This design comes from an exercise in tuning for small area on the open sky130 flow, not from production work. Only simulation tests tie the RTL to the original design; equivalence was not proved. No activity file was given, so power comes from the tool's default toggle rates.

## run 1
==> flow/design.v <==
package cius_pkg;
  localparam int unsigned HDR_LEN = 13;
  localparam int unsigned ADDR_W  = 3;
  localparam logic [39:0] MAGIC_VER = 40'h01_4F_34_54_52;
  localparam logic [1:0] PH_IDLE   = 2'd0;
  localparam logic [1:0] PH_HEADER = 2'd1;
  localparam logic [1:0] PH_FS     = 2'd2;
  localparam logic [1:0] PH_FW     = 2'd3;
  localparam logic [1:0] DEST_HEADER  = 2'd0;
  localparam logic [1:0] DEST_FS      = 2'd1;
  localparam logic [1:0] DEST_FW      = 2'd2;
  localparam logic [1:0] DEST_DISCARD = 2'd3;
  localparam logic [2:0] EV_NONE      = 3'd0;
  localparam logic [2:0] EV_HEADER_OK = 3'd1;
  localparam logic [2:0] EV_FS_DONE   = 3'd2;
  localparam logic [2:0] EV_DONE      = 3'd3;
  localparam logic [2:0] EV_BAD_MAGIC = 3'd4;
  localparam logic [2:0] EV_MISMATCH  = 3'd5;
  localparam logic [2:0] EV_TOO_SMALL = 3'd6;
endpackage
module cius_cfg (
  input  logic        clk,
  input  logic        rst,
  input  logic        psel,
  input  logic        penable,
  input  logic        pwrite,
  input  logic [2:0]  paddr,
  input  logic [31:0] pwdata,
  output logic [31:0] prdata,
  output logic        pready,
  output logic [31:0] expected_total
);
  assign pready = 1'b1;
  assign prdata = paddr[2] ? 32'd0 : expected_total;
  always_ff @(posedge clk) begin
    if (rst) begin
      expected_total <= 32'd0;
    end else if (psel && penable && pwrite && !paddr[2]) begin
      expected_total <= pwdata;
    end
  end
endmodule
import cius_pkg::*;
module cius_step (
  input  logic [1:0]  phase,
  input  logic [31:0] off,
  input  logic [31:0] lo,
  input  logic [31:0] hi,
  input  logic        mg,
  input  logic [2:0]  ev,
  input  logic [31:0] expected_total,
  input  logic [7:0]  data_byte,
  input  logic        first_byte,
  output logic [1:0]  phase_nxt,
  output logic [31:0] off_nxt,
  output logic [31:0] lo_nxt,
  output logic [31:0] hi_nxt,
  output logic        mg_nxt,
  output logic [2:0]  ev_nxt,
  output logic [1:0]  dest_nxt
);
  logic        too_small;
  logic [1:0]  ph;
  logic        seg_start;
  logic        zero_off;
  logic [31:0] inc;
  logic [31:0] o;
  logic        pos4;
  logic        pos12;
  logic [31:0] fs_len;
  logic [31:0] fw_len;
  logic        fs_last;
  logic        fw_done;
  assign too_small = (expected_total <= 32'(HDR_LEN));
  assign ph        = first_byte ? (too_small ? PH_IDLE : PH_HEADER) : phase;
  assign seg_start = (ev == EV_HEADER_OK) || (ev == EV_FS_DONE);
  assign zero_off  = first_byte || (ph == PH_IDLE) || seg_start;
  logic [3:0] off_bp;
  always_comb begin
    logic c;
    for (int b = 0; b < 4; b++) off_bp[b] = &off[8*b +: 8];
    for (int b = 0; b < 4; b++) begin
      c = 1'b1;
      for (int j = 0; j < b; j++) c = c & off_bp[j];
      for (int i = 8*b; i < 8*b + 8; i++) begin
        inc[i] = off[i] ^ c;
        c      = c & off[i];
      end
    end
  end
  assign o = zero_off ? 32'd0 : inc;
  assign pos4  = !first_byte && (off[3:0] == 4'd3);
  assign pos12 = !first_byte && (off[3:0] == 4'd11);
  assign fs_len = {hi[7:0], lo[31:8]};
  assign fw_len = {data_byte, hi[31:8]};
  localparam logic [33:0] SUM_K = 34'h3_FFFF_FFF2;
  logic [33:0] sx, sy, sz, su, sv;
  logic        sum_ok;
  assign sx = {2'b00, fs_len};
  assign sy = {2'b00, fw_len};
  assign sz = ~{2'b00, expected_total};
  assign su = sx ^ sy ^ sz;
  assign sv = {(sx[32:0] & sy[32:0]) | (sx[32:0] & sz[32:0]) | (sy[32:0] & sz[32:0]), 1'b0};
  always_comb begin
    sum_ok = !(su[0] ^ sv[0] ^ SUM_K[0]);
    for (int i = 1; i < 34; i++)
      sum_ok = sum_ok && ((su[i] ^ sv[i] ^ SUM_K[i])
                          == (SUM_K[i-1] ? (su[i-1] & sv[i-1]) : (su[i-1] | sv[i-1])));
  end
  logic [31:0] dl;
  logic        add2_eq;
  assign dl = off ^ lo;
  always_comb begin
    add2_eq = !dl[0] && dl[1];
    for (int i = 2; i < 32; i++)
      add2_eq = add2_eq && (dl[i] == (dl[i-1] && off[i-1]));
  end
  assign fs_last = seg_start ? (lo == 32'd1) : add2_eq;
  always_comb begin
    logic ge;
    ge = 1'b1;
    for (int i = 0; i < 32; i++)
      ge = (lo[i] && !expected_total[i]) || ((lo[i] == expected_total[i]) && ge);
    fw_done = ge;
  end
  logic [3:0]  k;
  logic [4:0]  lo_lsb;
  logic [31:0] lo_add;
  assign k      = fs_last ? 4'd14 : 4'd1;
  assign lo_lsb = {1'b0, lo[3:0]} + {1'b0, k};
  logic [3:0] lo_bp;
  always_comb begin
    logic c;
    for (int b = 0; b < 4; b++) lo_bp[b] = &lo[4 + 7*b +: 7];
    lo_add[3:0] = lo_lsb[3:0];
    for (int b = 0; b < 4; b++) begin
      c = lo_lsb[4];
      for (int j = 0; j < b; j++) c = c & lo_bp[j];
      for (int i = 4 + 7*b; i < 11 + 7*b; i++) begin
        lo_add[i] = lo[i] ^ c;
        c         = c & lo[i];
      end
    end
  end
  always_comb begin
    phase_nxt = ph;
    off_nxt   = o;
    lo_nxt    = lo;
    hi_nxt    = hi;
    mg_nxt    = mg;
    ev_nxt    = (first_byte && too_small) ? EV_TOO_SMALL : EV_NONE;
    dest_nxt  = DEST_DISCARD;
    case (ph)
      PH_HEADER: begin
        dest_nxt = DEST_HEADER;
        lo_nxt   = {hi[7:0], lo[31:8]};
        hi_nxt   = {data_byte, hi[31:8]};
        if (pos4) mg_nxt = ({data_byte, hi} == MAGIC_VER);
        if (pos12) begin
          if (!mg) begin
            ev_nxt    = EV_BAD_MAGIC;
            phase_nxt = PH_IDLE;
          end else if (fs_len == 32'd0 || fw_len == 32'd0
                       || !sum_ok) begin
            ev_nxt    = EV_MISMATCH;
            phase_nxt = PH_IDLE;
          end else begin
            ev_nxt    = EV_HEADER_OK;
            phase_nxt = PH_FS;
          end
        end
      end
      PH_FS: begin
        dest_nxt = DEST_FS;
        if (fs_last) begin
          ev_nxt    = EV_FS_DONE;
          phase_nxt = PH_FW;
          lo_nxt    = lo_add;
        end
      end
      PH_FW: begin
        dest_nxt = DEST_FW;
        lo_nxt   = lo_add;
        if (fw_done) begin
          ev_nxt    = EV_DONE;
          phase_nxt = PH_IDLE;
        end
      end
      default: begin
      end
    endcase
  end
endmodule
import cius_pkg::*;
module combined_image_upload_splitter_core (
  input  logic              clk,
  input  logic              rst,
  input  logic              psel,
  input  logic              penable,
  input  logic              pwrite,
  input  logic [2:0]        paddr,
  input  logic [31:0]       pwdata,
  output logic [31:0]       prdata,
  output logic              pready,
  input  logic              byte_valid,
  output logic              byte_ready,
  input  logic [7:0]        data_byte,
  input  logic              first_byte,
  output logic              result_valid,
  input  logic              result_ready,
  output logic [7:0]        data_out,
  output logic [1:0]        destination,
  output logic [31:0]       segment_offset,
  output logic [2:0]        event_res,
  output logic [31:0]       announced_length
);
  logic [31:0] expected_total;
  logic [1:0]  phase, phase_nxt;
  logic [31:0] off, off_nxt;
  logic [31:0] lo, lo_nxt;
  logic [31:0] hi, hi_nxt;
  logic        mg, mg_nxt;
  logic [2:0]  ev, ev_nxt;
  logic [1:0]  dest, dest_nxt;
  logic [7:0]  dout;
  logic        accept;
  cius_cfg u_cfg (
    .clk            (clk),
    .rst            (rst),
    .psel           (psel),
    .penable        (penable),
    .pwrite         (pwrite),
    .paddr          (paddr),
    .pwdata         (pwdata),
    .prdata         (prdata),
    .pready         (pready),
    .expected_total (expected_total)
  );
  cius_step u_step (
    .phase          (phase),
    .off            (off),
    .lo             (lo),
    .hi             (hi),
    .mg             (mg),
    .ev             (ev),
    .expected_total (expected_total),
    .data_byte      (data_byte),
    .first_byte     (first_byte),
    .phase_nxt      (phase_nxt),
    .off_nxt        (off_nxt),
    .lo_nxt         (lo_nxt),
    .hi_nxt         (hi_nxt),
    .mg_nxt         (mg_nxt),
    .ev_nxt         (ev_nxt),
    .dest_nxt       (dest_nxt)
  );
  assign byte_ready = !result_valid || result_ready;
  assign accept     = byte_valid && byte_ready;
  always_ff @(posedge clk) begin
    if (rst) begin
      phase        <= PH_IDLE;
      result_valid <= 1'b0;
    end else if (accept) begin
      phase        <= phase_nxt;
      result_valid <= 1'b1;
    end else if (result_ready) begin
      result_valid <= 1'b0;
    end
  end
  always_ff @(posedge clk) begin
    if (accept) begin
      off  <= off_nxt;
      lo   <= lo_nxt;
      hi   <= hi_nxt;
      mg   <= mg_nxt;
      ev   <= ev_nxt;
      dest <= dest_nxt;
      dout <= data_byte;
    end
  end
  assign data_out         = dout;
  assign destination      = dest;
  assign segment_offset   = off;
  assign event_res        = ev;
  assign announced_length = (ev == EV_HEADER_OK) ? lo :
                            (ev == EV_FS_DONE)   ? hi : 32'd0;
endmodule
export LEC_CHECK = 0
export CAP_MARGIN = 20
export CORE_MARGIN = 2
export CORE_UTILIZATION = 60
export CTS_BUF_LIST = sky130_fd_sc_hd__clkbuf_8
export SLEW_MARGIN = 20
create_clock -name core_clock -period 6.0 [get_ports {clk}]
standard.sh (not shown) runs the stock make flow with config.mk's settings and CLKGATE_MAP_FILE= SYNTH_SCRIPT=/design/flow/synth_recipe.tcl, a recipe that flattens the netlist after the stock synthesis.
==> flow/flow/run.sh <==
#!/bin/bash
# The standard layout, with the smallest buffer as each port's buffer.
set -euo pipefail
export BUFFER_PORTS_ARGS="-buffer_cell sky130_fd_sc_hd__buf_1"
bash standard.sh > flow.log 2>&1
Input-level comparison between run 2 and run 1:
- CTS_BUF_LIST no longer set, was sky130_fd_sc_hd__clkbuf_8
- CORE_UTILIZATION now 40, was 60
Notes after the runs:
- On global-route wire length before repair, run 1 beats run 2.
- Diff run 1 -> run 2 | die width | up by more than 10%
- Per the comparison of run 2 with run 1, internal power component picked up an extra 17%; relative area of clock buffers and inverters in the final design higher; tap cell count went up by 110; total power after layout grew by about 15%.
- Run 1 → run 2: fraction of power consumed by the clock network rose by 8.8 points, setup slack now smaller, met3 layer wire length in the routed design decreased by 170 um relative to the old numbers, arrival time reported for the critical path endpoint rose by 0.07 ns, number of iterations in the first detailed-routing pass stayed essentially flat.
Modified inputs, run 3 compared to run 2
- swapping 40 for 60 in CORE_UTILIZATION
- putting CTS_BUF_LIST at sky130_fd_sc_hd__clkbuf_8 where nothing was set
==> flow/flow/run.sh <==
#!/bin/bash
set -euo pipefail
export BUFFER_PORTS_ARGS="-buffer_cell sky130_fd_sc_hd__buf_1"
export CTS_ARGS="-sink_clustering_enable -repair_clock_nets -buf_list sky130_fd_sc_hd__clkbuf_8 -dont_use_dummy_load -sink_clustering_size 30 -sink_clustering_max_diameter 80"
bash standard.sh > flow.log 2>&1
==> comparison <==
- Number of non-clock buffers on run 3 is down relative to run 2.
- On worst endpoint required time, run 3 and run 2 are basically level.
- The area overhead of the layout relative to synthesis reported for run 3 is smaller than that of run 2 by 5.2 points.
- Going from run 2 to run 3, core utilization has increased, fmax has increased.
- Between run 3 and run 2, it is run 3 whose time the final worst path needs with I/O delays and setup is lower, by 0.098 ns.
- Synthesized area: run 3 vs run 2 identical
- Relative to run 2, total length of routed met2 wires decreased by 6.8% in run 3.
- The power share of the clock group number comes out lower for run 3 vs run 2.
- In terms of final net count, run 3 and run 2 differ only marginally.
- The die used by run 3 is smaller than the one used by run 2.
Edits applied to the flow inputs when going from run 3 to run 4:
- CTS_CLUSTER_DIAMETER newly set to 100
- CTS_CLUSTER_SIZE newly set to 40
==> flow/flow/run.sh <==
#!/bin/bash
# The standard layout, with the smallest buffer as each port's buffer.
set -euo pipefail
export BUFFER_PORTS_ARGS="-buffer_cell sky130_fd_sc_hd__buf_1"
bash standard.sh > flow.log 2>&1
Findings:
- Run 4 closes out successfully: all stages finished, all timing, DRC and antenna checks passed.
- Hold slack delta (run 4 -> run 3): insignificant
- Compared run 3 against run 4; global-route wire length before repair within noise.
- In the tables for run 3 and run 4, sequential share of layout area reads higher with run 3.
- Summary of run 4 over run 3: net switching share of the total power moved up; global-route usage level.

==> afterwards: timing with drivers on the ports <==
Ports are ideal in the flow. The routed layouts listed here were re-timed in OpenROAD. Step 1, drivers: a clkbuf_16 drives clk and a buf_2 each remaining input, both assumed. Step 2, shift: input delay + t, output delay - t, t = (earliest + latest rising clock arrival at the registers) / 2. This alone moves slack from input paths to output paths. a / b / c = no drivers / after step 1 / after step 2; a / b = the first two.
| run | shift t [ns] | setup WS [ns] | worst slew at a driven data input, ns | cell pins on the clock port's net |
|---|---|---|---|---|
| run 1 | 0.489 | 0.793 / 0.793 / 0.793 | 0.04 | 1 |
| run 2 | 0.478 | 0.695 / 0.695 / 0.695 | 0.04 | 1 |
| run 3 | 0.480 | 0.793 / 0.793 / 0.793 | 0.04 | 1 |
| run 4 | 0.489 | 0.793 / 0.793 / 0.793 | 0.04 | 1 |
After both steps setup and hold are still met in every run listed.
